What follows belongs to an exercise in optimizing a design on an open flow for small area and a short achievable clock period; a production flow would make more cautious choices.
The RTL was checked by simulation tests, not by an equivalence proof against the original design.
No activity file was given, so power comes from the tool's default toggle rates.

==> design.v <==
package iq_pkg;
    localparam int IQ_SIZE = 16;
    localparam int IQ_PTR_W = $clog2(IQ_SIZE);
    localparam int AL_SIZE = 64;
    localparam int AL_TAG_W = $clog2(AL_SIZE);
    localparam int NUM_PR = 64;
    localparam int PR_W = $clog2(NUM_PR);
    localparam int ADDR_W = 32;
    localparam int NUM_LANES = 2;
    localparam int NUM_WB = 4;
    typedef logic [AL_TAG_W-1:0] al_tag_t;
    typedef logic [PR_W-1:0] pr_tag_t;
    typedef logic [IQ_PTR_W-1:0] iq_ptr_t;
    typedef logic [IQ_PTR_W:0] iq_count_t;
    typedef enum logic {
        MEM_READ,
        MEM_WRITE
    } mem_op_e;
    typedef enum logic [2:0] {
        W_BYTE  = 3'b000,
        W_HALF  = 3'b001,
        W_WORD  = 3'b010,
        W_UBYTE = 3'b100,
        W_UHALF = 3'b101
    } mem_width_e;
    typedef struct packed {
        logic [ADDR_W-1:0] pc;
        pr_tag_t rs1;
        pr_tag_t rs2;
        pr_tag_t rd;
        logic uses_rs1;
        logic uses_rs2;
        logic uses_rd;
        logic uses_imm;
        logic [31:0] imm;
        logic is_mem_access;
        logic accesses_csr;
        mem_op_e mem_op;
        mem_width_e width;
        al_tag_t al_addr;
    } iq_entry_t;
    localparam int ENTRY_W = ADDR_W + 3 * PR_W + 4 + 32 + 2 + 1 + 3 + AL_TAG_W;
endpackage
`timescale 1ns/1ps
module iq_stall (
    input  logic [1:0] i_ren_valid,
    input  logic [3:0] i_kind,   
    input  logic i_c15,
    input  logic i_c14,
    output logic o_stall
);
    logic q0;
    logic q1;
    assign q0 = i_ren_valid[0] & (i_kind[1] | i_kind[0]);
    assign q1 = i_ren_valid[1] & (i_kind[3] | i_kind[2]);
    assign o_stall = (i_c15 & (q0 | q1)) | (i_c14 & q0 & q1);
endmodule
`timescale 1ns/1ps
module mem_issue_queue (
    input  logic clk,
    input  logic reset,
    input  logic [1:0] i_ren_valid,
    input  logic [195:0] i_ren_entry,
    input  logic [3:0] i_ren_src_ready,
    input  logic [3:0] i_wb_valid,
    input  logic [3:0] i_wb_uses_rd,
    input  logic [23:0] i_wb_rd,
    input  logic i_recall,
    input  logic [5:0] i_new_front,
    input  logic [5:0] i_old_front,
    output logic o_stall,
    output logic [1:0] o_iss_valid,
    output logic [195:0] o_iss_entry
);
    localparam int EW = iq_pkg::ENTRY_W;
    localparam int N = iq_pkg::IQ_SIZE;
    logic [EW-1:0] e0;
    logic [EW-1:0] e1;
    assign e0 = i_ren_entry[EW-1:0];
    assign e1 = i_ren_entry[2*EW-1:EW];
    logic q0;
    logic q1;
    assign q0 = i_ren_valid[0] & (e0[11] | e0[10]);
    assign q1 = i_ren_valid[1] & (e1[11] | e1[10]);
    function automatic logic ge6(input logic [5:0] a, input logic [5:0] b);
        logic r;
        r = 1'b1;
        for (int k = 0; k < 6; k++) begin
            r = (a[k] & ~b[k]) | (~(a[k] ^ b[k]) & r);
        end
        ge6 = r;
    endfunction
    logic [3:0] back;
    logic [3:0] back1;
    logic [3:0] back2;
    logic [3:0] front;
    logic [3:0] front1;
    logic [3:0] front2;
    logic [3:0] cnt;
    logic c15;
    logic c14;
    logic acc;
    assign back1 = back + 4'd1;
    assign back2 = back + 4'd2;
    assign front1 = front + 4'd1;
    assign front2 = front + 4'd2;
    assign cnt = front - back;
    logic stall;
    assign stall = (c15 & (q0 | q1)) | (c14 & q0 & q1);
    assign acc = !stall && !i_recall;
    iq_stall u_stall (
        .i_ren_valid (i_ren_valid),
        .i_kind      ({e1[11], e1[10], e0[11], e0[10]}),
        .i_c15       (c15),
        .i_c14       (c14),
        .o_stall     (o_stall)
    );
    logic [3:0] wbv;
    assign wbv = i_wb_valid & i_wb_uses_rd;
    function automatic logic wb_hit(input logic [5:0] tag, input logic [3:0] v,
                                    input logic [23:0] rd);
        logic h;
        h = 1'b0;
        for (int k = 0; k < 4; k++) begin
            h = h | (v[k] && (rd[6*k +: 6] == tag));
        end
        wb_hit = h;
    endfunction
    logic [1:0] rin0;
    logic [1:0] rin1;
    assign rin0[0] = !e0[47] || i_ren_src_ready[0] || wb_hit(e0[65:60], wbv, i_wb_rd);
    assign rin0[1] = !e0[46] || i_ren_src_ready[1] || wb_hit(e0[59:54], wbv, i_wb_rd);
    assign rin1[0] = !e1[47] || i_ren_src_ready[2] || wb_hit(e1[65:60], wbv, i_wb_rd);
    assign rin1[1] = !e1[46] || i_ren_src_ready[3] || wb_hit(e1[59:54], wbv, i_wb_rd);
    logic sel_e0;
    logic sel_o0;
    logic [EW-1:0] d_e;
    logic [EW-1:0] d_o;
    logic [1:0] r_e;
    logic [1:0] r_o;
    assign sel_e0 = !front[0] & q0;
    assign sel_o0 = front[0] & q0;
    assign d_e = sel_e0 ? e0 : e1;
    assign d_o = sel_o0 ? e0 : e1;
    assign r_e = sel_e0 ? rin0 : rin1;
    assign r_o = sel_o0 ? rin0 : rin1;
    logic [EW-1:0] mem [N];
    logic [N-1:0] valid;
    logic [N-1:0] rdy1;
    logic [N-1:0] rdy2;
    logic [N-1:0] wen;
    logic [N-1:0] inr;
    logic [N-1:0] fl;
    logic [N-1:0] start;
    logic wrap;
    assign wrap = !ge6(i_old_front, i_new_front);
    always_comb begin
        for (int i = 0; i < N; i++) begin
            wen[i] = (4'(i) == front) || ((4'(i) == front1) && !c15);
            if (wrap) begin
                inr[i] = ge6(mem[i][5:0], i_new_front) || !ge6(mem[i][5:0], i_old_front);
            end else begin
                inr[i] = ge6(mem[i][5:0], i_new_front) && !ge6(mem[i][5:0], i_old_front);
            end
            fl[i] = i_recall && valid[i] && inr[i];
        end
        for (int i = 0; i < N; i++) begin
            start[i] = fl[i] && !fl[(i + N - 1) % N];
        end
    end
    logic [3:0] frontm1;
    logic [3:0] frontm2;
    logic fl_y;
    logic fl_y2;
    assign frontm1 = front - 4'd1;
    assign frontm2 = front - 4'd2;
    assign fl_y = fl[frontm1];
    assign fl_y2 = fl[frontm2];
    logic [3:0] rec_front;
    always_comb begin
        rec_front = '0;
        for (int i = 0; i < N; i++) begin
            rec_front = rec_front | ({4{start[i]}} & 4'(i));
        end
    end
    logic h0;
    logic h1;
    assign h0 = valid[back] && rdy1[back] && rdy2[back] && !fl[back];
    assign h1 = h0 && valid[back1] && rdy1[back1] && rdy2[back1] && !fl[back1];
    always_ff @(posedge clk) begin
        for (int i = 0; i < N; i++) begin
            if (wen[i]) begin
                mem[i] <= i[0] ? d_o : d_e;
            end
        end
    end
    always_ff @(posedge clk) begin
        for (int i = 0; i < N; i++) begin
            if (wen[i]) begin
                {rdy2[i], rdy1[i]} <= i[0] ? r_o : r_e;
            end else begin
                if (wb_hit(mem[i][65:60], wbv, i_wb_rd)) rdy1[i] <= 1'b1;
                if (wb_hit(mem[i][59:54], wbv, i_wb_rd)) rdy2[i] <= 1'b1;
            end
        end
    end
    logic na1;
    logic na2;
    logic na0;
    logic ni0;
    logic ni1;
    logic ni2;
    assign na2 = acc & q0 & q1;
    assign na1 = acc & (q0 ^ q1);
    assign na0 = !na1 & !na2;
    assign ni2 = h1;
    assign ni1 = h0 & !h1;
    assign ni0 = !h0;
    logic e15;
    logic e14;
    logic e13;
    logic e12;
    logic dz;
    logic dp1;
    logic dp2;
    logic dm1;
    logic c15_n;
    logic c14_n;
    assign e15 = cnt == 4'd15;
    assign e14 = cnt == 4'd14;
    assign e13 = cnt == 4'd13;
    assign e12 = cnt == 4'd12;
    assign dz = (na0 & ni0) | (na1 & ni1) | (na2 & ni2);
    assign dp1 = (na1 & ni0) | (na2 & ni1);
    assign dp2 = na2 & ni0;
    assign dm1 = (na0 & ni1) | (na1 & ni2);
    always_comb begin
        if (i_recall) begin
            c15_n = e15 & !fl_y & ni0;
            c14_n = (!fl_y & ((e15 & ni1) | (e14 & ni0))) |
                    (e15 & fl_y & !fl_y2 & ni0);
        end else begin
            c15_n = (e15 & dz) | (e14 & dp1) | (e13 & dp2);
            c14_n = (e15 & dm1) | (e14 & dz) | (e13 & dp1) | (e12 & dp2);
        end
    end
    logic [3:0] front_n;
    logic [3:0] back_n;
    always_comb begin
        front_n = front;
        if (i_recall) begin
            if (fl_y) front_n = rec_front;
        end else if (na2) begin
            front_n = front2;
        end else if (na1) begin
            front_n = front1;
        end
        back_n = h1 ? back2 : h0 ? back1 : back;
    end
    always_ff @(posedge clk) begin
        if (reset) begin
            valid <= '0;
            front <= '0;
            back <= '0;
            c15 <= 1'b0;
            c14 <= 1'b0;
            o_iss_valid <= '0;
        end else begin
            for (int i = 0; i < N; i++) begin
                valid[i] <= (valid[i] && !fl[i] &&
                             !(h0 && (4'(i) == back)) && !(h1 && (4'(i) == back1))) ||
                            ((na1 || na2) && (4'(i) == front)) ||
                            (na2 && (4'(i) == front1));
            end
            front <= front_n;
            back <= back_n;
            c15 <= c15_n;
            c14 <= c14_n;
            o_iss_valid <= {h1, h0};
        end
    end
    logic [N/2-1:0] rsel_e;
    logic [N/2-1:0] rsel_o;
    logic adv_e;
    logic adv_o;
    assign adv_e = h1 | (h0 & !back[0]);
    assign adv_o = h1 | (h0 & back[0]);
    always_ff @(posedge clk) begin
        if (reset) begin
            rsel_e <= 8'd1;
            rsel_o <= 8'd1;
        end else begin
            if (adv_e) rsel_e <= {rsel_e[6:0], rsel_e[7]};
            if (adv_o) rsel_o <= {rsel_o[6:0], rsel_o[7]};
        end
    end
    logic [EW-1:0] rd_e;
    logic [EW-1:0] rd_o;
    always_comb begin
        rd_e = '0;
        rd_o = '0;
        for (int k = 0; k < N / 2; k++) begin
            rd_e = rd_e | ({EW{rsel_e[k]}} & mem[2*k]);
            rd_o = rd_o | ({EW{rsel_o[k]}} & mem[2*k+1]);
        end
    end
    always_ff @(posedge clk) begin
        o_iss_entry[EW-1:0] <= back[0] ? rd_o : rd_e;
        o_iss_entry[2*EW-1:EW] <= back[0] ? rd_e : rd_o;
    end
endmodule
==> flow/run.sh <==
#!/bin/bash
# The standard layout, with plain buffers (buf_2) on the ports instead of the
# delay cells buffer_ports picks on its own. make's output goes to make.log.
set -euo pipefail
bash standard.sh 'BUFFER_PORTS_ARGS=-buffer_cell sky130_fd_sc_hd__buf_2' finish > make.log 2>&1
==> standard.sh <==
#!/bin/bash
# synth_recipe.tcl (not shown) runs the flow's synth.tcl, then flattens the netlist and writes it again
# the make line also repeats each setting of config.mk as NAME=value (left out here)
make -C /OpenROAD-flow-scripts/flow DESIGN_CONFIG=/design/flow/config.mk WORK_HOME=/design/flow/orfs CLKGATE_MAP_FILE= SYNTH_SCRIPT=/design/flow/synth_recipe.tcl "${@:-finish}"
==> config.mk <==
export PLATFORM = sky130hd
export DESIGN_NAME = mem_issue_queue
export DESIGN_NICKNAME = mem_issue_queue
export VERILOG_FILES = /design/flow/design.v
export SDC_FILE = /design/flow/constraint.sdc
export NUM_CORES = 4
export LEC_CHECK = 0
export CAP_MARGIN = 20
export CORE_MARGIN = 2
export CORE_UTILIZATION = 40
export SETUP_SLACK_MARGIN = 3.8
export SLEW_MARGIN = 20
export SYNTH_HIERARCHICAL = 1
==> constraint.sdc <==
create_clock -name core_clock -period 7.5 [get_ports {clk}]
set_input_delay 1.5000 -clock core_clock [delete_from_list [all_inputs] [get_ports {clk}]]
set_output_delay 1.5000 -clock core_clock [all_outputs]
set_load 0.01 [all_outputs]
==> run_results.csv, run 1 <==
group,metric,value,unit
clock_tree,cts_buffer_depth,3,
synth,synth.distinct_cells,89,
layout,post-route-util,46.4,%
timing,rsz0062_at_grt,"true",
floorplanning,placementRows,168,
timing,hold_violations,0,
pwr,power_frac_seq,45.0,%
pwr,peakVddDrop,338,uV
floorplanning,die_w,462,um
global_route,grtUsageTotal,27.0,%
route,wl_per_cell,31.1,um
route,avgViaCountPerCell,6.15,
clock_tree,cts.clk_slew.worst_paths,0.07,ns
synth,synth_area,83900,um2
floorplanning,die_h,462,um
global_route,grt_pass1_vias,57300,
synth,synth_most_common_cell,"edfxtp_1",
layout,post_route_cells_drive_above_1_share,20.2,%
timing,period_needed,4.06,ns
timing,period_share,54.1,%
pwr,p_leak,31.9,nW
place,dpl.cell_count,9021,
timing,setup_viol,0,
timing,setup_tns,0,ns
outcome,status,"finished clean",
critical_path,path_max_fanout,8,
timing,worst_pin_slew,1.18,ns
route,vias,58400,
hold_path,holdPathStages,2,
floorplanning,start_util,40.2,%
hold_path,min_path_type,"flip-flop to flip-flop",
critical_path,start_kind,"input pin",
synth,syn_inst,6288,
synth,synthTopCellsByArea,"edfxtp_1 (57%), a22oi_1 (7.1%), dfxtp_1 (5.7%)",
synth,synth.largest_area_cell,"edfxtp_1",
place,gp_congestion,0.932,
layout,final_nets,6959,
pwr,sw_frac_of_total,34.8,%
route,drcViolationCount,0,
critical_path,r2r_cells,16,
timing,maxSlewHeadroom,21.1,%
pwr,switching_power,12.3,mW
timing,max_clock_freq,246,MHz
layout,area_delta_synth_final,15.5,%
clock_tree,ctsRootBufferMaster,"clkbuf_16",
timing,maxSlewViolCount,0,
synth,ys_warn_count,8,
layout,instances_no_fill,9499,
synth,synth_nets,6724,
global_route,grt_remaining_overflow,0,
floorplanning,core-area,209000,um2
synth,ys_seq_area_share,63.0,%
route,drtIter0Drc,5925,
clock_tree,numCtsBuffers,183,
synth,synth_edf_count,1600,
global_route,grt_pass1_wl,416,mm
synth,synth_ff_type,"edfxtp_1",
clock_tree,cts_tree,"done",
run,cap_violations,0,
critical_path,path_class,"input pin to flip-flop",
pwr,power.density,363,nW/um2
critical_path,worstPathRequired,8.25,ns
timing,clock_skew,0.0605,ns
clock_tree,htree_levels,4,
synth,syn_avg_cell_area,13.3,um2
route,ant_nets,0,
clock_tree,clock_sinks,1840,
pwr,p_clk_share,26.2,%
place,hpwlAfterDp,172,mm
place,io_buffer_count,447,
route,routed_wl,295,mm
clock_tree,holdBufCountCts,0,
floorplanning,ioPinCount,448,
global_route,grt_max_degree,103,
clock_tree,clk_latency,0.84,ns
critical_path,cp.arrival,4.81,ns
global_route,antenna_found_initial,36,
synth,synth-async-reset-ratio,0,%
critical_path,crit_path_end_kind,"flip-flop",
synth,synthTopCellsByCount,"edfxtp_1 (1,600), a22oi_1 (788), clkbuf_1 (486)",
route,dr.pass1.iters,6,
floorplanning,die-area,213000,um2
pwr,p_int,22.9,mW
pwr,combPwrFrac,28.8,%
synth,synth-seq-cells,1840,
synth,synth_top_area_share,57.3,%
[layout make-up]
| cell class | instances | area [um2] |
|---|---|---|
| fill | 18400 | 112000 |
| sequential | 1840 | 52900 |
| multi-input combinational | 3791 | 29600 |
| clock buffer | 246 | 5120 |
| timing repair buffer | 669 | 4530 |
| tap | 2805 | 3510 |
| clock inverter | 99 | 960 |
| inverter | 38 | 185 |
| antenna | 11 | 27.5 |
[state kept, by name, indices dropped and copies added, names as in the netlist]
register / flops
o_iss_valid: 2
mem: 1568
rdy2: 16
front: 4
rdy1: 16
c15: 1
back: 4
rsel_o: 8
rsel_e: 8
c14: 1
o_iss_entry: 196
valid: 16
[cell families (layout without fill, tap and decap cells)]
kind of cell | count (synthesis) | after routing | synth area share (%)
DFF | 1840 | 1840 | 63.0
xor gates and xnor gates | 875 | 875 | 9.13
muxes | 228 | 228 | 3.08
other | 0 | 11 | 0
and+or+nand+nor | 1122 | 1122 | 7.47
buffers and inverters | 659 | 1052 | 3.01
adders and majority gates | 199 | 199 | 2.95
AOI/OAI and AO/OA | 1365 | 1367 | 11.4
[worst max-delay path: stages]
cell and delay [ns]:
buf_8 0.08, clkinvlp_4 0.11, buf_12 0.15, ha_1 0.28
a2111oi_1 0.44, o31ai_2 0.17, a21oi_1 0.15, o211ai_1 0.17
a221o_1 0.40, o211ai_1 0.36, nor3_4 0.11, buf_6 0.15
buf_12 0.12, buf_16 0.13, or3_1 0.38, o211ai_1 0.09
[power groups by stage]
stage / clock [mW] / sequential [mW] / combinational (mW)
3_3_place_gp: 0 / 15.9 / 9.46
2_1_floorplan: 0 / 15.6 / 5.57
5_1_grt: 9.73 / 16.0 / 10.8
3_5_place_dp: 0 / 16.0 / 9.56
4_1_cts: 9.34 / 15.8 / 9.96
6_report: 9.24 / 15.8 / 10.1
[cells in the final DEF (no fill, tap or decap), drive strengths merged, types with 14 or more instances in the layout]
master,Yosys,routed
nor2b,22,22
mux2i,25,25
edfxtp,1600,1600
dfxtp,240,240
inv,38,46
nor4,116,116
and4,98,98
nand2b,26,26
a21o,27,27
a21oi,273,273
clkbuf,488,248
xor2,427,427
or4,32,32
a31oi,15,15
ha,186,186
clkinvlp,0,16
o41ai,33,33
buf,133,666
nand3,76,76
o21a,19,20
nand4,272,272
nor2,257,257
a22oi,788,788
nand2,135,135
xnor2,448,448
nor3,25,25
clkinv,0,63
and3,14,14
or3,18,18
o21ai,96,96
mux2,199,199
[per-layer routing]
layer / vias up / wire length, um / track usage, %
li1: 24600 / - / -
met1: 29900 / 117000 / 35.0
met2: 3090 / 138000 / 43.5
met3: 771 / 23400 / 4.71
met4: 22 / 16200 / 13.5
met5: - / 140 / 0
[path summary, 6_finish.rpt]
path | start | end | slack (ns)
worst max-delay path | i_old_front[1] | c15 | 3.44
worst min-delay path | valid[10] | valid[10] | 0.54
worst max register to register | back[1] | valid[8] | 3.66
worst min register to register | valid[10] | valid[10] | 0.54
[per-module statistics from Yosys (local to each module, per instance)]
module	cells	flops+latches	cell area, um2
mem_issue_queue	6283	1840	83900
iq_stall	5	0	26.3
[per-stage QoR]
| stage | power (mW) | worst slack (ns) | hold WS [ns] | cell area (um2) |
|---|---|---|---|---|
| 6_report | 35.2 | 3.44 | 0.541 | 96900 |
| 5_1_grt | 36.5 | 3.42 | 0.567 | 96900 |
| 4_1_cts | 35.1 | 3.61 | 0.546 | 96400 |
| 3_5_place_dp | 25.6 | 1.58 | 0.538 | 88500 |
| 3_3_place_gp | 25.4 | 1.68 | 0.543 | 88500 |
| 2_1_floorplan | 21.2 | 2.88 | 0.460 | 84000 |
[timing repair]
item                                   in CTS  in global routing
gates resized for setup                   178                 62
buffers inserted                           98                 18
setup endpoints to repair                 389                369
pin swaps                                  59                 65
endpoints found under the hold margin       0                  0
gates cloned                                4                  2
==> inputs of run 2 (changes only) <==
--- a/config.mk
+++ b/config.mk
@@ -9,5 +9,5 @@
 export CORE_MARGIN = 2
 export CORE_UTILIZATION = 40
-export SETUP_SLACK_MARGIN = 3.8
+export SETUP_SLACK_MARGIN = 4.2
 export SLEW_MARGIN = 20
 export SYNTH_HIERARCHICAL = 1
==> run 2 against run 1 <==
Wire length grew 0.66%; largest cell class unchanged; global-route usage grew 0.17 points; core utilization grew 0.31 points; clock skew shrank 0.020 ns; critical endpoint is now rsel_e[4]; sequential power is essentially flat; first-iteration DRC count grew 1.4%; register-to-register slack lost 0.25 ns; setup slack lost 0.17 ns; flip-flop and latch count is the same.
==> run_results.csv, run 2 <==
group,metric,value,unit
floorplanning,placementRows,168,
critical_path,worstPathRequired,8.18,ns
global_route,antenna_found_initial,31,
pwr,combPwrFrac,29.1,%
synth,synthTopCellsByCount,"edfxtp_1 (1,600), a22oi_1 (788), clkbuf_1 (486)",
critical_path,crit_path_end_kind,"flip-flop",
synth,synth_nets,6724,
timing,max_clock_freq,237,MHz
floorplanning,die-area,213000,um2
global_route,grt_pass1_wl,419,mm
pwr,peakVddDrop,338,uV
clock_tree,ctsRootBufferMaster,"clkbuf_16",
floorplanning,die_h,462,um
synth,ys_seq_area_share,63.0,%
pwr,switching_power,12.4,mW
global_route,grt_pass1_vias,57400,
place,dpl-instance-area,88500,um2
route,drtIter0Drc,6009,
critical_path,start_kind,"input pin",
layout,top_register,"mem",
global_route,grtUsageTotal,27.1,%
synth,syn_avg_cell_area,13.3,um2
clock_tree,cts_tree,"done",
route,routed_wl,297,mm
layout,post-route-util,46.7,%
route,vias,58800,
layout,instances_no_fill,9504,
synth,synth_most_common_cell,"edfxtp_1",
route,avgViaCountPerCell,6.18,
clock_tree,htree_levels,4,
timing,period_share,56.3,%
clock_tree,cts.clk_slew.worst_paths,0.06,ns
pwr,sw_frac_of_total,35.1,%
layout,fin_area,97500,um2
timing,rsz0062_at_grt,"true",
global_route,grt_remaining_overflow,0,
clock_tree,cts_buffer_depth,3,
timing,period_needed,4.22,ns
outcome,status,"finished clean",
synth,synth_top_area_share,57.3,%
layout,final_common_cell,"edfxtp_1",
critical_path,path_class,"input pin to flip-flop",
layout,post_route_cells_drive_above_1_share,20.7,%
synth,syn_inst,6288,
timing,maxSlewViolCount,0,
timing,holdWs,0.561,ns
global_route,grt_max_degree,103,
route,dr.pass1.iters,7,
critical_path,cp.arrival,4.90,ns
clock_tree,holdBufCountCts,0,
pwr,p_int,23.0,mW
place,pre_cts_ws,1.53,ns
layout,fillers,18400,
floorplanning,die_w,462,um
route,ant_nets,0,
synth,synth_edf_count,1600,
place,io_buffer_count,447,
timing,hold_violations,0,
synth,synth-seq-cells,1840,
layout,multi_input_area,30000,um2
layout,area_delta_synth_final,16.2,%
route,drcViolationCount,0,
synth,synth_area,83900,um2
pwr,finalPower,35.4,mW
clock_tree,numCtsBuffers,183,
layout,layout_common_cells,"edfxtp_1 (1,600), a22oi_1 (785), xnor2_1 (445)",
hold_path,min_path_type,"flip-flop to flip-flop",
pwr,p_clk_share,26.1,%
synth,synth.largest_area_cell,"edfxtp_1",
pwr,power.density,363,nW/um2
timing,worst_pin_slew,1.23,ns
place,dpl.cell_count,9011,
place,gp_congestion,0.920,
place,hpwlAfterDp,171,mm
clock_tree,clk_latency,0.86,ns
layout,largest_reg_flops,1568,
synth,synthTopCellsByArea,"edfxtp_1 (57%), a22oi_1 (7.1%), dfxtp_1 (5.7%)",
synth,synth-async-reset-ratio,0,%
layout,top_regs,"mem x1568, o_iss_entry x196",
pwr,p_leak,32.0,nW
timing,setup_viol,0,
route,wl_per_cell,31.2,um
critical_path,path_max_fanout,8,
synth,synth_ff_type,"edfxtp_1",
timing,clock_skew,0.0408,ns
pwr,power_frac_seq,44.8,%
layout,final_nets,6968,
run,cap_violations,0,
synth,ys_warn_count,8,
synth,synth.distinct_cells,89,
floorplanning,ioPinCount,448,
timing,fin_ws,3.28,ns
floorplanning,core-area,209000,um2
layout,seq_area,52900,um2
timing,maxSlewHeadroom,18.1,%
timing,setup_tns,0,ns
clock_tree,clock_sinks,1840,
floorplanning,start_util,40.2,%
run 2: cell counts after synthesis:
Identical to the previous run, type by type.
run 2: cell families after synthesis:
kind of cell               Yosys count  share of synthesized area [%]
xor gates and xnor gates           875                           9.13
muxes                              228                           3.08
DFF                               1840                           63.0
and+or+nand+nor                   1122                           7.47
AOI/OAI and AO/OA                 1365                           11.4
adders and majority gates          199                           2.95
buffers and inverters              659                           3.01
run 2: metal layers:
| metal | share of wire, % | vias to the layer above | global-route usage, % |
|---|---|---|---|
| li1 | - | 24700 | - |
| met1 | 40 | 30000 | 35.8 |
| met2 | 46 | 3205 | 43.0 |
| met3 | 8.8 | 798 | 5.05 |
| met4 | 5.4 | 34 | 13.2 |
| met5 | 0.071 | - | 0 |
run 2: area by class of cell:
class | count | share of cell area [%]
flip-flops and latches | 1840 | 54.3
multi-input cells | 3793 | 30.7
clock buffers | 248 | 5.18
repair buffers | 676 | 4.94
well taps | 2805 | 3.60
clock inverters | 96 | 1.06
inverters | 38 | 0.196
diodes | 8 | 0.0205
run 2: what timing repair did:
item,CTS,global route
cloned,8,1
pin swaps,108,61
setup endpoints to repair,1327,178
gates resized for setup,263,74
buffers inserted,117,15
run 2: final timing paths:
check,from,end,slack (ns),cells past startpoint
worst max-delay path,i_new_front[2],rsel_e[4],3.28,19
worst min register to register,valid[10],valid[10],0.56,2
worst max register to register,back[1],rsel_e[4],3.41,15
worst min-delay path,valid[10],valid[10],0.56,2
run 2: critical path, stage by stage:
cell and delay [ns]:
buf_6 0.08, clkinvlp_4 0.10, buf_6 0.14, ha_4 0.29, nand2_4 0.05, o21ai_4 0.24
a41oi_4 0.20, buf_6 0.16, maj3_2 0.35, a31oi_2 0.24, a2111oi_2 0.07, or3_4 0.43
nor3_4 0.22, buf_12 0.15, buf_12 0.10, buf_6 0.08, o21a_4 0.22, mux2i_1 0.21
nor2_1 0.06
run 2: per-module statistics from Yosys (local to each module, per instance):
module | cells inside | flops+latches
mem_issue_queue | 6283 | 1840
iq_stall | 5 | 0
run 2: power groups by stage:
stage / clock [mW] / sequential (mW) / combinational, mW
2_1_floorplan: 0 / 15.5 / 5.66
3_3_place_gp: 0 / 16.0 / 9.37
3_5_place_dp: 0 / 16.1 / 9.47
4_1_cts: 9.37 / 15.8 / 10.1
5_1_grt: 9.73 / 16.0 / 10.9
6_report: 9.24 / 15.9 / 10.3
==> inputs of run 3 (changes only) <==
--- a/design.v
+++ b/design.v
@@ -184,8 +184,24 @@
         end
     end
+    logic [N/2-1:0] rsel_e;
+    logic [N/2-1:0] rsel_o;
     logic h0;
     logic h1;
     assign h0 = valid[back] && rdy1[back] && rdy2[back] && !fl[back];
     assign h1 = h0 && valid[back1] && rdy1[back1] && rdy2[back1] && !fl[back1];
+    logic [N-1:0] bo;
+    logic [N-1:0] go;
+    logic [N-1:0] iss_clr;
+    always_comb begin
+        for (int k = 0; k < N / 2; k++) begin
+            bo[2*k] = rsel_o[k] & !back[0];
+            bo[2*k+1] = rsel_o[k] & back[0];
+        end
+        go = valid & rdy1 & rdy2 & ~fl;
+        for (int i = 0; i < N; i++) begin
+            iss_clr[i] = (bo[i] & go[i]) |
+                         (bo[(i + N - 1) % N] & go[(i + N - 1) % N] & go[i]);
+        end
+    end
     always_ff @(posedge clk) begin
         for (int i = 0; i < N; i++) begin
@@ -269,5 +285,5 @@
             for (int i = 0; i < N; i++) begin
                 valid[i] <= (valid[i] && !fl[i] &&
-                             !(h0 && (4'(i) == back)) && !(h1 && (4'(i) == back1))) ||
+                             !iss_clr[i]) ||
                             ((na1 || na2) && (4'(i) == front)) ||
                             (na2 && (4'(i) == front1));
@@ -280,6 +296,4 @@
         end
     end
-    logic [N/2-1:0] rsel_e;
-    logic [N/2-1:0] rsel_o;
     logic adv_e;
     logic adv_o;
--- a/config.mk
+++ b/config.mk
@@ -9,5 +9,5 @@
 export CORE_MARGIN = 2
 export CORE_UTILIZATION = 40
-export SETUP_SLACK_MARGIN = 4.2
+export SETUP_SLACK_MARGIN = 3.8
 export SLEW_MARGIN = 20
 export SYNTH_HIERARCHICAL = 1
==> run 3 against run 2 <==
Largest cell class unchanged; worst hold slack worse by 0.0011 ns; sequential power is essentially flat; die area fell by 0.53%; flip-flop and latch count is the same; largest power group unchanged; final area shrank 0.93%.
==> run_results.csv, run 3 <==
group,metric,value,unit
route,ant_nets,0,
timing,hold_violations,0,
timing,max_clock_freq,243,MHz
route,vias,58800,
hold_path,min_from,"valid[4]",
place,dpl.cell_count,9130,
synth,synth.largest_area_cell,"edfxtp_1",
pwr,peakVddDrop,447,uV
global_route,grt_pass1_wl,418,mm
timing,period_share,55.0,%
place,io_buffer_count,447,
pwr,power_frac_seq,44.2,%
critical_path,cp_cell_sequence,"buf_6, clkinvlp_4, buf_6, buf_4, buf_4, ha_1, a211o_1, nor3_2, o22ai_1, buf_4, or3_4, a32oi_4, and2_4, a211oi_2, o311ai_1, a32o_1",
critical_path,path_class,"input pin to flip-flop",
pwr,finalPower,35.7,mW
global_route,grtUsageTotal,27.3,%
floorplanning,start_util,40.3,%
layout,post_route_cells_drive_above_1_share,18.1,%
clock_tree,htree_levels,4,
timing,worst_pin_slew,1.22,ns
timing,period_needed,4.12,ns
synth,synth-async-reset-ratio,0,%
critical_path,worst_path_most_repeated_cell,"buf_4",
timing,setup_viol,0,
floorplanning,core-area,207000,um2
timing,maxSlewHeadroom,18.4,%
route,routed_wl,297,mm
outcome,status,"finished clean",
synth,syn_avg_cell_area,13.0,um2
floorplanning,placementRows,167,
pwr,sw_frac_of_total,34.9,%
timing,maxSlewViolCount,0,
floorplanning,die-area,212000,um2
layout,top_register,"mem",
pwr,combPwrFrac,27.8,%
timing,fin_ws,3.38,ns
critical_path,path_delay_family,"compound AO/OA/AOI/OAI gates",
pwr,p_int,23.3,mW
clock_tree,cts_tree,"done",
place,gp_congestion,0.950,
synth,synth-seq-cells,1840,
global_route,grt_use_met1,36.4,%
critical_path,regToRegStartpoint,"back[0]",
layout,final_common_cell,"edfxtp_1",
clock_tree,ctsRootBufferMaster,"clkbuf_16",
floorplanning,die_w,461,um
layout,fillers,18300,
synth,synth_most_common_cell,"edfxtp_1",
global_route,grt_use_met3,4.39,%
floorplanning,ioPinCount,448,
synth,syn_inst,6415,
critical_path,start_kind,"input pin",
global_route,antenna_found_initial,16,
global_route,grt_busiest_layer,"met2",
synth,ys_seq_area_share,63.3,%
critical_path,slowest_delay,0.34,ns
run,cap_violations,0,
synth,synthTopCellsByCount,"edfxtp_1 (1,600), a22oi_1 (785), clkbuf_1 (483)",
place,pre_cts_ws,1.66,ns
synth,synthTopCellsByArea,"edfxtp_1 (58%), a22oi_1 (7.1%), dfxtp_1 (5.8%)",
hold_path,min_path_type,"flip-flop to flip-flop",
global_route,grt.met2_usage,43.3,%
timing,clock_skew,0.0762,ns
layout,layout_common_cells,"edfxtp_1 (1,600), a22oi_1 (785), xor2_1 (470)",
route,drtIter0Drc,6362,
synth,synth.distinct_cells,83,
place,hpwlAfterDp,173,mm
global_route,grt_pass1_vias,57400,
hold_path,holdPathStages,2,
synth,synth_top_area_share,57.6,%
clock_tree,cts.clk_slew.worst_paths,0.06,ns
route,wl_per_cell,30.9,um
global_route,grt_remaining_overflow,0,
clock_tree,clock_sinks,1840,
critical_path,worstPathRequired,8.27,ns
pwr,switching_power,12.5,mW
hold_path,hold_end,"valid[4]",
critical_path,cp.arrival,4.89,ns
clock_tree,cts_buffer_depth,3,
route,dr.pass1.iters,5,
synth,synth_edf_count,1600,
critical_path,critPathBufInv,6,
synth,synth_area,83400,um2
pwr,p_leak,32.4,nW
global_route,grt_max_degree,103,
timing,rsz0062_at_grt,"true",
critical_path,r2r_cells,14,
critical_path,path_max_fanout,5,
critical_path,critPathSlowestCell,"or3_4",
pwr,p_clk_share,28.0,%
clock_tree,holdBufCountCts,0,
critical_path,reg2reg_to,"rsel_e[4]",
layout,top_regs,"mem x1568, o_iss_entry x196",
layout,area_delta_synth_final,15.8,%
critical_path,crit_path_end_kind,"flip-flop",
critical_path,rrSetupSlack,3.54,ns
synth,synth_nets,6847,
route,avgViaCountPerCell,6.13,
layout,final_nets,7063,
layout,instances_no_fill,9596,
timing,setup_tns,0,ns
route,drcViolationCount,0,
synth,synth_ff_type,"edfxtp_1",
clock_tree,clk_latency,0.87,ns
synth,ys_warn_count,8,
floorplanning,die_h,461,um
pwr,power.density,370,nW/um2
layout,largest_reg_flops,1568,
clock_tree,numCtsBuffers,193,
==> run 3: cell types whose count changed after synthesis, sizes merged, moves of 10 or more <==
cell   before  now
nor2      257  268
o21ai      96   86
a21oi     273  261
mux2      199   99
or3        18    4
xor2      427  470
nand4     272  232
xnor2     448  408
o41ai      33   15
a32oi       1   16
nand2     135  426
nor4      116  140
nand3      76   61
a21o       27   17
==> run 3: final cells by class <==
class                   instances  area (um2)  area share [%]
well taps                    2788        3490            3.61
inverters                      48         244           0.253
repair buffers                630        4100            4.24
diodes                          6        15.0          0.0155
multi-input cells            3918       29200            30.2
clock inverters               106        1280            1.32
flip-flops and latches       1840       52900            54.8
clock buffers                 260        5420            5.61
==> run 3: logic make-up after synthesis <==
| logic type | Yosys count | synth area share (%) |
|---|---|---|
| XOR/XNOR | 878 | 9.22 |
| adder cells (fa/ha/maj) | 193 | 2.88 |
| flip-flops | 1840 | 63.3 |
| multiplexers | 124 | 1.76 |
| buffers and inverters | 661 | 3.02 |
| AND/OR/NAND/NOR | 1379 | 8.56 |
| AO/OA/AOI/OAI | 1340 | 11.2 |
==> run 3: routing by layer <==
layer  routed length, um  up-vias
li1                    -    24800
met1              120000    30000
met2              137000     3266
met3               24800      756
met4               15800       14
met5                  93        -
==> run 3: worst max path at each step <==
stage / startpoint / endpoint / depth (start not counted)
CTS: i_new_front[2] / c14 / 15
global route: i_old_front[2] / c14 / 15
detailed placement: i_new_front[4] / c14 / 14
finish: i_old_front[4] / c14 / 16
floorplan: i_new_front[2] / rsel_o[0] / 15
global placement: i_new_front[4] / c14 / 14
==> run 3: power groups by stage <==
stage | sequential (mW) | combinational (mW) | clock, mW
after floorplan | 15.5 | 5.49 | 0
after global placement | 15.9 | 9.23 | 0
after detailed placement | 16.0 | 9.34 | 0
after CTS | 15.8 | 9.71 | 10.1
after global routing | 16.0 | 10.6 | 10.5
final | 15.8 | 9.95 | 9.99
==> run 3: worst register-to-register path, delay by kind of cell, from the launching register on <==
family                   cells  cell delay [ns]
XOR/XNOR                     1             0.16
flip-flops                   1             0.57
adder cells (fa/ha/maj)      1             0.35
AO/OA/AOI/OAI                5             0.83
AND/OR/NAND/NOR              3             0.78
buffers and inverters        2             0.41
multiplexers                 2             0.75
==> run 3: Yosys stat by module, one instance, submodules excluded <==
module,times used,area [um2],flip-flops and latches,cells inside
mem_issue_queue,1,83400,1840,6410
iq_stall,1,26.3,0,5
==> run 3: stage by stage <==
step | hold WS [ns] | instance area [um2] | utilization, %
floorplan | 0.477 | 83700 | -
global placement | 0.564 | 88000 | 42.4
detailed placement | 0.563 | 88000 | 42.4
CTS | 0.571 | 96100 | 46.4
global route | 0.604 | 96600 | 46.6
finish | 0.560 | 96600 | 46.6
==> run 3: repair_timing <==
item / in CTS / in global routing
gates resized for setup: 165 / 66
setup endpoints to repair: 442 / 62
pin swaps: 50 / 42
buffers inserted: 74 / 14
cloned: 6 / 0
==> inputs of run 4 (changes only) <==
--- a/design.v
+++ b/design.v
@@ -188,9 +188,5 @@
     logic h0;
     logic h1;
-    assign h0 = valid[back] && rdy1[back] && rdy2[back] && !fl[back];
-    assign h1 = h0 && valid[back1] && rdy1[back1] && rdy2[back1] && !fl[back1];
     logic [N-1:0] bo;
-    logic [N-1:0] go;
-    logic [N-1:0] iss_clr;
     always_comb begin
         for (int k = 0; k < N / 2; k++) begin
@@ -198,4 +194,29 @@
             bo[2*k+1] = rsel_o[k] & back[0];
         end
+    end
+    logic [5:0] tag_b0;
+    logic [5:0] tag_b1;
+    logic inr_b0;
+    logic inr_b1;
+    always_comb begin
+        tag_b0 = '0;
+        tag_b1 = '0;
+        for (int i = 0; i < N; i++) begin
+            tag_b0 = tag_b0 | ({6{bo[i]}} & mem[i][5:0]);
+            tag_b1 = tag_b1 | ({6{bo[(i + N - 1) % N]}} & mem[i][5:0]);
+        end
+        if (wrap) begin
+            inr_b0 = ge6(tag_b0, i_new_front) || !ge6(tag_b0, i_old_front);
+            inr_b1 = ge6(tag_b1, i_new_front) || !ge6(tag_b1, i_old_front);
+        end else begin
+            inr_b0 = ge6(tag_b0, i_new_front) && !ge6(tag_b0, i_old_front);
+            inr_b1 = ge6(tag_b1, i_new_front) && !ge6(tag_b1, i_old_front);
+        end
+    end
+    assign h0 = valid[back] && rdy1[back] && rdy2[back] && !(i_recall && inr_b0);
+    assign h1 = h0 && valid[back1] && rdy1[back1] && rdy2[back1] && !(i_recall && inr_b1);
+    logic [N-1:0] go;
+    logic [N-1:0] iss_clr;
+    always_comb begin
         go = valid & rdy1 & rdy2 & ~fl;
         for (int i = 0; i < N; i++) begin
==> run 4 against run 3 <==
Still clean; synthesized area grew 1.0%; sequential share of layout area shrank 0.42 points; sequential power shrank 11%; clock-buffer cell count grew 6; combinational power shrank 33%; global-route usage is essentially flat; die area grew 1.0%; core utilization shrank 0.16 points; critical path depth shrank 12; critical endpoint is now o_stall; highest routed layer unchanged.
==> run_results.csv, run 4 <==
group,metric,value,unit
synth,synth_nets,6753,
synth,synth_top_area_share,57.0,%
timing,period_needed,3.82,ns
synth,synth.largest_area_cell,"edfxtp_1",
hold_path,min_path_type,"flip-flop to flip-flop",
route,ant_nets,0,
synth,syn_avg_cell_area,13.4,um2
critical_path,crit_path_end_kind,"output port",
critical_path,start_kind,"input pin",
layout,final_nets,6983,
layout,post-route-util,46.5,%
critical_path,rrSetupSlack,3.78,ns
layout,top_register,"mem",
synth,ys_warn_count,8,
global_route,grt_pass1_vias,57600,
layout,fillers,18500,
global_route,grt.met2_usage,41.6,%
clock_tree,clock_sinks,1840,
critical_path,critPathSlowestCell,"o21ai_4",
clock_tree,cts_buffer_depth,3,
global_route,grt_max_degree,103,
layout,post_route_cells_drive_above_1_share,19.2,%
layout,multi_input_area,29500,um2
critical_path,worstPathRequired,6.00,ns
synth,synthTopCellsByCount,"edfxtp_1 (1,600), a22oi_1 (797), xnor2_1 (467)",
timing,clock_skew,0.0783,ns
timing,fin_ws,3.68,ns
pwr,power.density,313,nW/um2
critical_path,cp.arrival,2.32,ns
pwr,finalPower,30.5,mW
route,dr.pass1.iters,8,
route,routed_wl,304,mm
pwr,p_clk_share,32.5,%
layout,final_common_cell,"edfxtp_1",
outcome,status,"finished clean",
global_route,antenna_found_initial,25,
route,avgViaCountPerCell,6.20,
timing,maxSlewViolCount,0,
floorplanning,placementRows,168,
critical_path,reg2reg_to,"c14",
global_route,grt_remaining_overflow,0,
timing,worst_pin_slew,1.22,ns
synth,synth_most_common_cell,"edfxtp_1",
critical_path,path_class,"input pin to output port",
place,gp_congestion,0.915,
critical_path,critPathBufInv,2,
pwr,sw_frac_of_total,30.8,%
floorplanning,core-area,210000,um2
global_route,grt_pass1_wl,426,mm
synth,ys_seq_area_share,62.7,%
layout,largest_reg_flops,1568,
floorplanning,die-area,214000,um2
pwr,p_leak,32.1,nW
synth,synth.distinct_cells,95,
critical_path,cp_cell_sequence,"buf_2, o21ai_2, o21ai_4, buf_6",
critical_path,regToRegStartpoint,"front[0]",
timing,setup_tns,0,ns
synth,synth_ff_type,"edfxtp_1",
synth,syn_inst,6301,
layout,area_delta_synth_final,15.5,%
clock_tree,htree_levels,4,
hold_path,hold_end,"valid[0]",
timing,maxSlewHeadroom,18.7,%
synth,synthTopCellsByArea,"edfxtp_1 (57%), a22oi_1 (7.1%), dfxtp_1 (5.7%)",
global_route,grt_use_met3,6.37,%
timing,setup_viol,0,
floorplanning,die_w,463,um
floorplanning,ioPinCount,448,
hold_path,min_from,"valid[0]",
hold_path,holdPathStages,2,
pwr,switching_power,9.40,mW
floorplanning,die_h,463,um
global_route,grt_use_met1,37.3,%
place,hpwlAfterDp,176,mm
route,vias,59000,
pwr,peakVddDrop,275,uV
global_route,grt_busiest_layer,"met2",
run,cap_violations,0,
layout,seq_area,52900,um2
clock_tree,numCtsBuffers,192,
floorplanning,start_util,40.2,%
timing,rsz0062_at_grt,"true",
route,drcViolationCount,0,
critical_path,path_max_fanout,2,
route,drtIter0Drc,7492,
clock_tree,cts.clk_slew.worst_paths,0.06,ns
clock_tree,clk_latency,0.89,ns
pwr,combPwrFrac,21.7,%
pwr,p_int,21.1,mW
synth,synth-seq-cells,1840,
global_route,grtUsageTotal,27.3,%
critical_path,path_delay_family,"compound AO/OA/AOI/OAI gates",
timing,max_clock_freq,262,MHz
clock_tree,holdBufCountCts,0,
layout,layout_common_cells,"edfxtp_1 (1,600), a22oi_1 (797), xnor2_1 (466)",
synth,synth_area,84300,um2
place,io_buffer_count,447,
layout,top_regs,"mem x1568, o_iss_entry x196",
critical_path,slowest_delay,0.33,ns
clock_tree,cts_tree,"done",
pwr,power_frac_seq,45.8,%
route,wl_per_cell,32.0,um
layout,instances_no_fill,9515,
place,pre_cts_ws,1.81,ns
place,dpl.cell_count,9048,
timing,hold_violations,0,
timing,period_share,51.0,%
synth,synth-async-reset-ratio,0,%
synth,synth_edf_count,1600,
clock_tree,ctsRootBufferMaster,"clkbuf_16",
critical_path,r2r_cells,13,
## run 4: changes by cell type after synthesis, sizes merged, moves of 17 or more
| cell | delta |
|---|---|
| xor2 | -62 |
| o21a | +27 |
| a21oi | +17 |
| nor4 | -23 |
| clkbuf | -36 |
| a2111oi | +17 |
| buf | +33 |
| ha | +20 |
| mux2 | +98 |
| nand2 | -288 |
| xnor2 | +59 |
## run 4: logic make-up (layout without fill, tap and decap cells)
logic type | Yosys count | in the layout | synth area share [%]
flops | 1840 | 1840 | 62.7
compound gates | 1417 | 1418 | 11.8
simple gates | 1056 | 1056 | 6.96
xor+xnor | 875 | 875 | 9.09
buf+inv | 664 | 1062 | 3.01
mux | 235 | 235 | 3.24
fa+ha+maj | 214 | 214 | 3.16
other cells | 0 | 10 | 0
## run 4: final cells by class
cell class	instances	area share (%)
inverters	54	0.280
well taps	2805	3.61
clock buffers	266	5.52
repair buffers	643	4.62
multi-input cells	3798	30.3
repair inverters	2	0.0180
clock inverters	97	1.29
flip-flops and latches	1840	54.4
diodes	10	0.0257
## run 4: how the worst max path moves through the flow
stage                    startpoint  endpoint  slack, ns  depth (start not counted)
global placement     i_new_front[4]  front[1]       1.72                         12
CTS                 i_ren_entry[11]   o_stall       3.70                          5
global route               front[0]       c14       3.62                         13
detailed placement   i_new_front[4]  front[1]       1.81                         12
floorplan                  front[1]   rdy1[2]       2.87                          6
finish               i_ren_valid[1]   o_stall       3.68                          4
## run 4: Yosys stat by module, one instance, submodules excluded
module	flops+latches	copies in the design
mem_issue_queue	1840	1
iq_stall	0	1
## run 4: what timing repair did
item                                    CTS  global route
resized for setup                        83           103
cloned                                    4             5
endpoints found under the setup margin  433           556
pin swaps                                10            37
buffers inserted                         35            50
## run 4: worst register-to-register path: stages, from the launching register on
cell	delay (ns)
dfxtp_1	0.62
clkinvlp_4	0.47
ha_1	0.35
fa_1	0.44
nand2_1	0.09
nor3_1	0.05
o21ai_0	0.29
a21boi_0	0.48
or2_2	0.24
nor2_1	0.06
nand3b_1	0.16
a211oi_2	0.06
mux2i_1	0.16
o41ai_1	0.09
## run 4: power groups by stage
| stage | Clock [mW] | Sequential, mW | Combinational (mW) |
|---|---|---|---|
| 6_report | 9.93 | 14.0 | 6.62 |
| 3_3_place_gp | 0 | 14.1 | 6.22 |
| 5_1_grt | 10.4 | 14.1 | 7.05 |
| 2_1_floorplan | 0 | 14.1 | 3.48 |
| 3_5_place_dp | 0 | 14.2 | 6.28 |
| 4_1_cts | 10.0 | 14.0 | 6.44 |
## run 4: metrics by stage
stage	hold WS, ns	instance area, um2
CTS	0.574	96300
floorplan	0.479	84400
global placement	0.559	88900
global route	0.604	97300
finish	0.594	97400
detailed placement	0.562	88900
## run 4: per-layer routing
layer	vias to the layer above	share of wire [%]
met5	-	0.043
met1	30000	41
met4	20	4.5
met2	3531	44
met3	711	10
li1	24700	-
==> inputs of run 5 (changes only) <==
--- a/config.mk
+++ b/config.mk
@@ -9,5 +9,5 @@
 export CORE_MARGIN = 2
 export CORE_UTILIZATION = 40
-export SETUP_SLACK_MARGIN = 3.8
+export SETUP_SLACK_MARGIN = 4.0
 export SLEW_MARGIN = 20
 export SYNTH_HIERARCHICAL = 1
==> run 5 against run 4 <==
First-iteration DRC count up 0.19%; wire length shrank 0.36%; clock-buffer cell count fell by 12; combinational power up 3.8%; sequential power about the same; critical path type unchanged; largest cell class unchanged; highest routed layer unchanged.
==> run_results.csv, run 5 <==
group,metric,value,unit
hold_path,min_from,"valid[2]",
layout,largest_reg_flops,1568,
synth,synth_ff_type,"edfxtp_1",
synth,synthTopCellsByCount,"edfxtp_1 (1,600), a22oi_1 (797), xnor2_1 (467)",
pwr,power.density,311,nW/um2
timing,setup_tns,0,ns
layout,final_common_cell,"edfxtp_1",
pwr,p_leak,32.4,nW
clock_tree,clk_latency,0.87,ns
place,io_buffer_count,447,
critical_path,crit_path_end_kind,"output port",
layout,area_delta_synth_final,16.7,%
floorplanning,die_h,463,um
place,pre_cts_ws,2.08,ns
run,cap_violations,0,
critical_path,path_class,"input pin to output port",
route,vias,59100,
timing,clock_skew,0.0653,ns
layout,top_register,"mem",
synth,ys_seq_area_share,62.7,%
route,drtIter0Drc,7506,
global_route,grt_remaining_overflow,0,
synth,synth.largest_area_cell,"edfxtp_1",
hold_path,min_path_type,"flip-flop to flip-flop",
layout,layout_common_cells,"edfxtp_1 (1,600), a22oi_1 (797), xnor2_1 (465)",
synth,synth_top_area_share,57.0,%
timing,hold_violations,0,
layout,post_route_cells_drive_above_1_share,20.8,%
floorplanning,placementRows,168,
place,gp_congestion,0.935,
critical_path,regToRegStartpoint,"mem[3][2]",
place,dpl.cell_count,9044,
critical_path,crit_path_end,"o_stall",
clock_tree,cts_tree,"done",
floorplanning,die_w,463,um
synth,synth-seq-cells,1840,
route,routed_wl,303,mm
critical_path,cp.arrival,2.30,ns
synth,synthTopCellsByArea,"edfxtp_1 (57%), a22oi_1 (7.1%), dfxtp_1 (5.7%)",
synth,ys_warn_count,8,
timing,maxSlewViolCount,0,
synth,synth_area,84300,um2
global_route,grtUsageTotal,27.3,%
critical_path,rrSetupSlack,3.88,ns
timing,period_needed,3.80,ns
layout,instances_no_fill,9540,
clock_tree,ctsRootBufferMaster,"clkbuf_16",
synth,syn_avg_cell_area,13.4,um2
floorplanning,core-area,210000,um2
timing,period_share,50.7,%
timing,max_clock_freq,263,MHz
global_route,antenna_found_initial,23,
floorplanning,die-area,214000,um2
global_route,grt_max_degree,103,
timing,fin_ws,3.70,ns
clock_tree,cts_buffer_depth,3,
clock_tree,clock_sinks,1840,
critical_path,crit_path_start,"i_ren_entry[11]",
place,hpwlAfterDp,176,mm
pwr,peakVddDrop,317,uV
timing,maxSlewHeadroom,23.7,%
route,avgViaCountPerCell,6.20,
route,wl_per_cell,31.8,um
critical_path,start_kind,"input pin",
floorplanning,start_util,40.2,%
synth,synth-async-reset-ratio,0,%
timing,setup_viol,0,
global_route,grt_pass1_wl,427,mm
timing,worst_pin_slew,1.14,ns
clock_tree,cts.clk_slew.worst_paths,0.06,ns
synth,synth_edf_count,1600,
layout,final_nets,7011,
synth,synth.distinct_cells,95,
global_route,grt_pass1_vias,57300,
synth,synth_nets,6753,
route,drcViolationCount,0,
outcome,status,"finished clean",
floorplanning,ioPinCount,448,
clock_tree,holdBufCountCts,0,
critical_path,reg2reg_to,"rsel_e[3]",
synth,syn_inst,6301,
route,ant_nets,0,
timing,rsz0062_at_grt,"true",
critical_path,r2r_cells,18,
layout,top_regs,"mem x1568, o_iss_entry x196",
route,dr.pass1.iters,7,
clock_tree,numCtsBuffers,195,
critical_path,path_max_fanout,3,
synth,synth_most_common_cell,"edfxtp_1",
clock_tree,htree_levels,4,
critical_path,worstPathRequired,6.00,ns
[run 5: cell types whose count changed in the layout (fill, tap and decap cells not counted), sizes merged]
cell,before,now
buf,638,662
bufbuf,2,4
bufinv,21,16
clkbuf,269,258
clkinv,66,88
clkinvlp,10,12
diode,10,5
inv,56,53
o21a,47,46
[run 5: cells by family after synthesis]
group	Yosys count	share of synthesized area, %
xor+xnor	875	9.09
mux	235	3.24
simple gates	1056	6.96
fa+ha+maj	214	3.16
compound gates	1417	11.8
flops	1840	62.7
buf+inv	664	3.01
[run 5: worst min-delay path by stage]
stage	to	slack, ns	cells after the start
finish	valid[2]	0.59	2
global route	valid[5]	0.61	2
CTS	valid[2]	0.57	2
detailed placement	valid[2]	0.54	2
global placement	valid[2]	0.54	2
floorplan	valid[2]	0.48	2
[run 5: per-stage QoR]
step / hold WS, ns / util [%] / power [mW] / area, um2
after floorplan: 0.479 / - / 17.5 / 84500
after global placement: 0.537 / 42.4 / 20.4 / 88900
after CTS: 0.566 / 46.3 / 30.5 / 97000
final: 0.587 / 46.9 / 30.6 / 98300
after global routing: 0.608 / 46.9 / 31.6 / 98300
after detailed placement: 0.544 / 42.4 / 20.5 / 88900
[run 5: layout make-up]
class	count	area [um2]
Timing Repair inverter	1	8.76
Sequential cell	1840	52900
Timing Repair Buffer	670	4960
Clock buffer	254	5300
Inverter	54	285
Clock inverter	114	1210
Antenna cell	5	12.5
Tap cell	2805	3510
Multi-Input combinational cell	3797	30100
Fill cell	18400	111000
[run 5: power by group]
group / total (mW) / internal, mW / switching (mW) / leakage, nW
logic: 6.87 / 2.36 / 4.51 / 12.5
registers: 14.0 / 13.1 / 0.853 / 16.7
clock network: 9.72 / 5.54 / 4.18 / 3.18
total: 30.6 / 21.0 / 9.55 / 32.4
[run 5: critical path, stage by stage]
cell     delay (ns)
buf_12         0.11
o21a_1         0.17
a21oi_2        0.08
o21ai_4        0.28
buf_6          0.15
[run 5: per-module statistics from Yosys, one instance, submodules excluded]
module           cells  flops+latches  area [um2]  times used
mem_issue_queue   6296           1840       84300           1
iq_stall             5              0        26.3           1
[run 5: routing by layer]
metal	wire, um	global-route usage [%]
met4	13100	10.8
met1	127000	38.0
met5	98	0
met3	29000	5.52
met2	134000	41.7
[run 5: repair_timing]
| action | CTS | global route |
|---|---|---|
| buffers inserted | 72 | 41 |
| pin swaps | 36 | 90 |
| gates resized for setup | 174 | 180 |
| gates cloned | 6 | 3 |
| setup endpoints to repair | 1124 | 758 |
| endpoints found under the hold margin | 0 | 0 |
==> inputs of run 6 (changes only) <==
--- a/config.mk
+++ b/config.mk
@@ -8,5 +8,5 @@
 export CAP_MARGIN = 20
 export CORE_MARGIN = 2
-export CORE_UTILIZATION = 40
+export CORE_UTILIZATION = 55
 export SETUP_SLACK_MARGIN = 4.0
 export SLEW_MARGIN = 20
==> run 6 against run 5 <==
Die area fell by 27%; maximum frequency increased by 3.1%; synthesized area stayed put; global-route usage is 9.0 points higher; sequential power hardly changed; critical path type is now input pin to flip-flop; largest cell class unchanged.
==> run_results.csv, run 6 <==
group,metric,value,unit
synth,synth-async-reset-ratio,0,%
route,drcViolationCount,0,
clock_tree,cts_buffer_depth,3,
timing,max_clock_freq,271,MHz
synth,synth.distinct_cells,95,
layout,fillers,11500,
clock_tree,cts.clk_slew.worst_paths,0.06,ns
floorplanning,ioPinCount,448,
synth,ys_warn_count,8,
layout,top_regs,"mem x1568, o_iss_entry x196",
route,drtIter0Drc,6802,
global_route,grtUsageTotal,36.3,%
synth,synth_nets,6753,
pwr,sw_frac_of_total,30.8,%
route,routed_wl,289,mm
place,dpl-instance-area,88000,um2
clock_tree,ctsRootBufferMaster,"clkbuf_16",
timing,setup_tns,0,ns
layout,top_register,"mem",
timing,setup_viol,0,
timing,worst_pin_slew,1.18,ns
timing,holdWs,0.577,ns
pwr,p_int,20.5,mW
layout,layout_common_cells,"edfxtp_1 (1,600), a22oi_1 (797), xnor2_1 (467)",
clock_tree,numCtsBuffers,186,
layout,fin_area,96100,um2
route,ant_nets,0,
outcome,status,"finished clean",
critical_path,path_max_fanout,6,
clock_tree,clk_latency,0.86,ns
critical_path,start_kind,"input pin",
hold_path,min_path_type,"flip-flop to flip-flop",
critical_path,path_class,"input pin to flip-flop",
timing,period_needed,3.68,ns
timing,maxSlewHeadroom,21.3,%
synth,synth_ff_type,"edfxtp_1",
synth,ys_seq_area_share,62.7,%
place,gp_congestion,0.927,
route,wl_per_cell,33.1,um
pwr,peakVddDrop,315,uV
floorplanning,core-area,152000,um2
synth,syn_avg_cell_area,13.4,um2
critical_path,cp.arrival,4.42,ns
timing,fin_ws,3.82,ns
clock_tree,clock_sinks,1840,
pwr,switching_power,9.16,mW
floorplanning,placementRows,143,
timing,period_share,49.1,%
clock_tree,cts_tree,"done",
synth,synth_top_area_share,57.0,%
layout,largest_reg_flops,1568,
floorplanning,die_h,395,um
route,vias,58500,
synth,synth.largest_area_cell,"edfxtp_1",
pwr,combPwrFrac,22.2,%
run,cap_violations,0,
synth,synth-seq-cells,1840,
place,pre_cts_ws,1.94,ns
floorplanning,die_w,395,um
layout,post_route_cells_drive_above_1_share,19.7,%
synth,synth_area,84300,um2
global_route,antenna_found_initial,10,
floorplanning,start_util,55.4,%
place,io_buffer_count,447,
synth,synth_edf_count,1600,
synth,synthTopCellsByCount,"edfxtp_1 (1,600), a22oi_1 (797), xnor2_1 (467)",
timing,maxSlewViolCount,0,
critical_path,cp_cell_sequence,"buf_6, clkinvlp_4, buf_12, buf_16, ha_1, o21a_1, o21ai_0, o21bai_2, a221oi_2, or2_1, a221o_1, a31oi_4, nor3_4, mux2_4, nor3_2",
global_route,grt_pass1_vias,56800,
route,avgViaCountPerCell,6.71,
timing,clock_skew,0.0462,ns
synth,syn_inst,6301,
layout,final_common_cell,"edfxtp_1",
pwr,p_leak,32.0,nW
timing,rsz0062_at_grt,"true",
layout,final_nets,6984,
layout,post-route-util,63.2,%
timing,hold_violations,0,
place,hpwlAfterDp,171,mm
pwr,power_frac_seq,47.0,%
global_route,grt_remaining_overflow,0,
critical_path,worstPathRequired,8.24,ns
pwr,power.density,309,nW/um2
pwr,p_clk_share,30.9,%
layout,area_delta_synth_final,14.0,%
critical_path,crit_path_end_kind,"flip-flop",
global_route,grt_max_degree,103,
clock_tree,htree_levels,4,
critical_path,slowest_delay,0.36,ns
synth,synth_most_common_cell,"edfxtp_1",
critical_path,critPathSlowestCell,"nor3_4",
synth,synthTopCellsByArea,"edfxtp_1 (57%), a22oi_1 (7.1%), dfxtp_1 (5.7%)",
global_route,grt_pass1_wl,410,mm
floorplanning,die-area,156000,um2
route,dr.pass1.iters,10,
run 6: routing by layer:
layer	GRT usage [%]	share of wire [%]	vias up
met4	15.8	4.7	10
li1	-	-	24700
met2	57.2	46	3318
met3	6.74	9.2	668
met1	49.4	40	29800
met5	0	0.024	-
run 6: cell type report:
type / instances / area, um2 / area share (%)
Timing Repair Buffer: 649 / 4510 / 4.69
Sequential cell: 1840 / 52900 / 55.1
Tap cell: 2030 / 2540 / 2.64
Clock inverter: 77 / 836 / 0.870
Clock buffer: 266 / 5260 / 5.47
Inverter: 54 / 259 / 0.269
Multi-Input combinational cell: 3801 / 29800 / 31.0
Antenna cell: 3 / 7.51 / 0.00781
run 6: critical path, delay by kind of cell:
kind / cells / cell delay, ns
adder cells (fa/ha/maj): 1 / 0.28
multiplexers: 1 / 0.34
buffers and inverters: 4 / 0.52
AND/OR/NAND/NOR: 3 / 0.65
AO/OA/AOI/OAI: 6 / 1.11
run 6: worst paths after layout:
check,startpoint,depth (start not counted),endpoint,slack [ns]
setup / recovery,i_new_front[2],15,front[1],3.82
hold / removal,valid[2],2,valid[2],0.58
setup reg to reg,mem[3][3],15,c14,3.89
hold reg to reg,valid[2],2,valid[2],0.58
run 6: timing repair:
| action | 4_1_cts | 5_1_grt |
|---|---|---|
| setup buffers | 63 | 21 |
| gates resized for setup | 188 | 63 |
| setup endpoints to repair | 879 | 559 |
| hold buffers | 0 | 0 |
| pin swaps | 47 | 30 |
| gates cloned | 8 | 1 |
run 6: power groups by stage:
stage / logic (mW) / clock network [mW] / registers, mW
2_1_floorplan: 3.50 / 0 / 14.0
3_5_place_dp: 6.17 / 0 / 14.1
4_1_cts: 6.45 / 9.25 / 13.9
6_report: 6.58 / 9.16 / 13.9
3_3_place_gp: 6.12 / 0 / 14.1
5_1_grt: 6.97 / 9.66 / 14.1
run 6: per-module statistics from Yosys, one instance, submodules excluded:
module           cells  copies in the design  flops+latches  cell area, um2
mem_issue_queue   6296                     1           1840           84300
iq_stall             5                     1              0            26.3
run 6: stage by stage:
step	power [mW]	std cells
floorplan	17.5	6301
global placement	20.2	8281
detailed placement	20.3	8281
CTS	29.6	8695
global route	30.7	8719
finish	29.7	8720
run 6: kinds of logic (layout without fill, tap and decap cells):
kind of cell,after synthesis,after routing,synth area share [%]
fa+ha+maj,214,214,3.16
compound gates,1417,1421,11.8
simple gates,1056,1056,6.96
flops,1840,1840,62.7
xor+xnor,875,875,9.09
buf+inv,664,1046,3.01
mux,235,235,3.24
other cells,0,3,0
==> inputs of run 7 (changes only) <==
--- a/config.mk
+++ b/config.mk
@@ -8,5 +8,5 @@
 export CAP_MARGIN = 20
 export CORE_MARGIN = 2
-export CORE_UTILIZATION = 55
+export CORE_UTILIZATION = 65
 export SETUP_SLACK_MARGIN = 4.0
 export SLEW_MARGIN = 20
==> run 7 against run 6 <==
Synthesized area unchanged; setup slack worse by 0.073 ns; sequential share of layout area down 0.39 points; first-iteration DRC count is 34% higher; clock power down 2%; maximum frequency shrank 1.9%; worst hold slack lost 0.016 ns; core utilization rose by 12 points; critical path type is now input pin to output port; largest cell class unchanged; synthesized cell count is the same; still clean on timing, DRC and antenna; wire length down 1.5%; final cell count fell by 2.8%; final area up 0.71%.
==> run_results.csv, run 7 <==
group,metric,value,unit
outcome,status,"finished clean",
layout,post_route_cells_drive_above_1_share,21.1,%
timing,worst_pin_slew,1.11,ns
synth,synth-seq-cells,1840,
pwr,power.density,306,nW/um2
synth,synth_top_area_share,57.0,%
global_route,grt_pass1_wl,401,mm
route,dr.pass1.iters,10,
critical_path,crit_path_start,"i_ren_entry[108]",
critical_path,worstPathRequired,6.00,ns
timing,rsz0062_at_grt,"true",
floorplanning,core-area,129000,um2
place,hpwlAfterDp,160,mm
floorplanning,placementRows,132,
synth,synth.largest_area_cell,"edfxtp_1",
synth,syn_inst,6301,
global_route,grt_remaining_overflow,0,
pwr,sw_frac_of_total,30.7,%
timing,setup_tns,0,ns
synth,ys_warn_count,8,
layout,layout_common_cells,"edfxtp_1 (1,600), a22oi_1 (797), xnor2_1 (466)",
layout,top_register,"mem",
timing,holdWs,0.561,ns
pwr,p_int,20.6,mW
clock_tree,clk_latency,0.83,ns
synth,synth-async-reset-ratio,0,%
layout,fillers,8204,
synth,synth.distinct_cells,95,
pwr,switching_power,9.11,mW
layout,largest_reg_flops,1568,
clock_tree,cts.clk_slew.worst_paths,0.06,ns
critical_path,path_class,"input pin to output port",
global_route,grt_max_degree,120,
pwr,p_clk_share,30.4,%
clock_tree,ctsRootBufferMaster,"clkbuf_16",
clock_tree,cts_tree,"done",
route,ant_nets,0,
critical_path,reg2reg_to,"rsel_o[3]",
timing,period_share,50.1,%
clock_tree,clock_sinks,1840,
clock_tree,htree_levels,4,
timing,max_clock_freq,266,MHz
timing,clock_skew,0.0528,ns
synth,syn_avg_cell_area,13.4,um2
route,vias,60300,
hold_path,min_path_type,"flip-flop to flip-flop",
timing,maxSlewHeadroom,26.2,%
critical_path,regToRegStartpoint,"mem[3][3]",
critical_path,r2r_cells,15,
floorplanning,die_h,364,um
route,wl_per_cell,33.6,um
layout,top_regs,"mem x1568, o_iss_entry x196",
route,drcViolationCount,0,
hold_path,min_from,"back[1]",
global_route,grtUsageTotal,42.1,%
route,drtIter0Drc,9123,
pwr,power_frac_seq,47.1,%
timing,hold_violations,0,
pwr,peakVddDrop,308,uV
floorplanning,die-area,133000,um2
place,io_buffer_count,447,
layout,final_nets,7022,
critical_path,rrSetupSlack,3.88,ns
synth,ys_seq_area_share,62.7,%
pwr,p_leak,32.2,nW
synth,synthTopCellsByArea,"edfxtp_1 (57%), a22oi_1 (7.1%), dfxtp_1 (5.7%)",
synth,synth_ff_type,"edfxtp_1",
critical_path,crit_path_end,"o_stall",
route,routed_wl,285,mm
global_route,antenna_found_initial,18,
floorplanning,ioPinCount,448,
timing,maxSlewViolCount,0,
synth,synth_most_common_cell,"edfxtp_1",
synth,synthTopCellsByCount,"edfxtp_1 (1,600), a22oi_1 (797), xnor2_1 (467)",
layout,final_common_cell,"edfxtp_1",
clock_tree,numCtsBuffers,176,
critical_path,cp.arrival,2.26,ns
timing,setup_viol,0,
pwr,combPwrFrac,22.5,%
floorplanning,die_w,364,um
global_route,grt_pass1_vias,58300,
place,gp_congestion,0.939,
critical_path,start_kind,"input pin",
timing,period_needed,3.76,ns
synth,synth_edf_count,1600,
run,cap_violations,0,
critical_path,path_max_fanout,4,
layout,area_delta_synth_final,14.8,%
route,avgViaCountPerCell,7.11,
synth,synth_area,84300,um2
critical_path,crit_path_end_kind,"output port",
floorplanning,start_util,65.3,%
clock_tree,cts_buffer_depth,3,
synth,synth_nets,6753,
[run 7: cell counts after synthesis]
Identical to the previous run, type by type.
[run 7: power groups by stage]
stage | combinational, mW | sequential (mW) | clock [mW]
after global placement | 5.92 | 14.1 | 0
after CTS | 6.34 | 13.9 | 9.02
after detailed placement | 6.01 | 14.2 | 0
final | 6.68 | 14.0 | 9.00
after global routing | 7.04 | 14.1 | 9.44
after floorplan | 3.50 | 14.0 | 0
[run 7: kinds of logic after synthesis]
family | share of synthesized area (%)
multiplexers | 3.24
AND/OR/NAND/NOR | 6.96
flip-flops | 62.7
AO/OA/AOI/OAI | 11.8
XOR/XNOR | 9.09
buffers and inverters | 3.01
adder cells (fa/ha/maj) | 3.16
[run 7: area by class of cell]
class | instances | area [um2] | share of cell area (%)
flip-flops and latches | 1840 | 52900 | 54.7
multi-input cells | 3800 | 30500 | 31.5
repair buffers | 697 | 5040 | 5.21
clock buffers | 231 | 4790 | 4.95
well taps | 1742 | 2180 | 2.25
clock inverters | 103 | 1130 | 1.16
inverters | 54 | 265 | 0.274
diodes | 6 | 15.0 | 0.0155
repair inverters | 1 | 7.51 | 0.00776
[run 7: timing repair]
| item | in CTS | in global routing |
|---|---|---|
| buffers inserted | 120 | 28 |
| pin swaps | 74 | 88 |
| hold buffers | 0 | 0 |
| endpoints found under the setup margin | 430 | 465 |
| gates resized for setup | 229 | 132 |
| gates cloned | 5 | 3 |
[run 7: metal layers]
layer  GRT usage (%)  wire length (um)
met5               0               125
met4            23.9             19200
met3            11.3             37100
met2            63.8            127000
met1            55.5            101000
[run 7: stage by stage]
step	util [%]	total power, mW	std cells	setup WS [ns]	cell area, um2
finish	74.9	29.7	8474	3.74	96800
global route	74.9	30.6	8470	3.56	96800
CTS	74.2	29.3	8437	3.77	95900
detailed placement	67.7	20.2	7978	1.91	87500
global placement	67.7	20.0	7978	1.93	87500
floorplan	-	17.5	6301	3.44	84500
[run 7: Yosys stat by module, one instance, submodules excluded]
module | area (um2) | cells
mem_issue_queue | 84300 | 6296
iq_stall | 26.3 | 5
[run 7: how the worst min path moves through the flow]
stage	endpoint	slack [ns]	cells after the start
final	back[1]	0.56	2
after global routing	valid[0]	0.59	2
after CTS	valid[0]	0.57	2
after detailed placement	valid[2]	0.56	2
after global placement	valid[0]	0.56	2
after floorplan	valid[2]	0.48	2
[run 7: worst max-delay path: stages]
cell and delay, ns:
buf_2 0.14, o21ai_2 0.31, o21ai_4 0.15, buf_6 0.15

[what the ideal ports hide]
The flow's constraints put no driver on any port. The routed layouts listed below were extracted and timed again, unchanged, in two steps.
Step 1: set_driving_cell puts a clkbuf_16 on clk and a buf_2 on each other input, an assumption about the parent block.
Step 2 also shifts input and output timing later by t, the mid clock arrival at the registers, as if the neighbouring blocks saw the same clock.
Slacks: no drivers / after step 1 / after step 2; pairs: no drivers / after step 1.
run	t, ns	slack for setup (ns)
run 1	0.907	3.440 / 3.464 / 2.556
run 2	0.927	3.275 / 3.323 / 2.396
run 3	0.922	3.378 / 3.431 / 2.509
run 4	0.944	3.677 / 3.591 / 2.838
run 5	0.935	3.701 / 3.618 / 2.881
run 6	0.923	3.816 / 3.740 / 2.908
run 7	0.889	3.743 / 3.629 / 2.980
After both steps setup and hold are still met in every run listed.
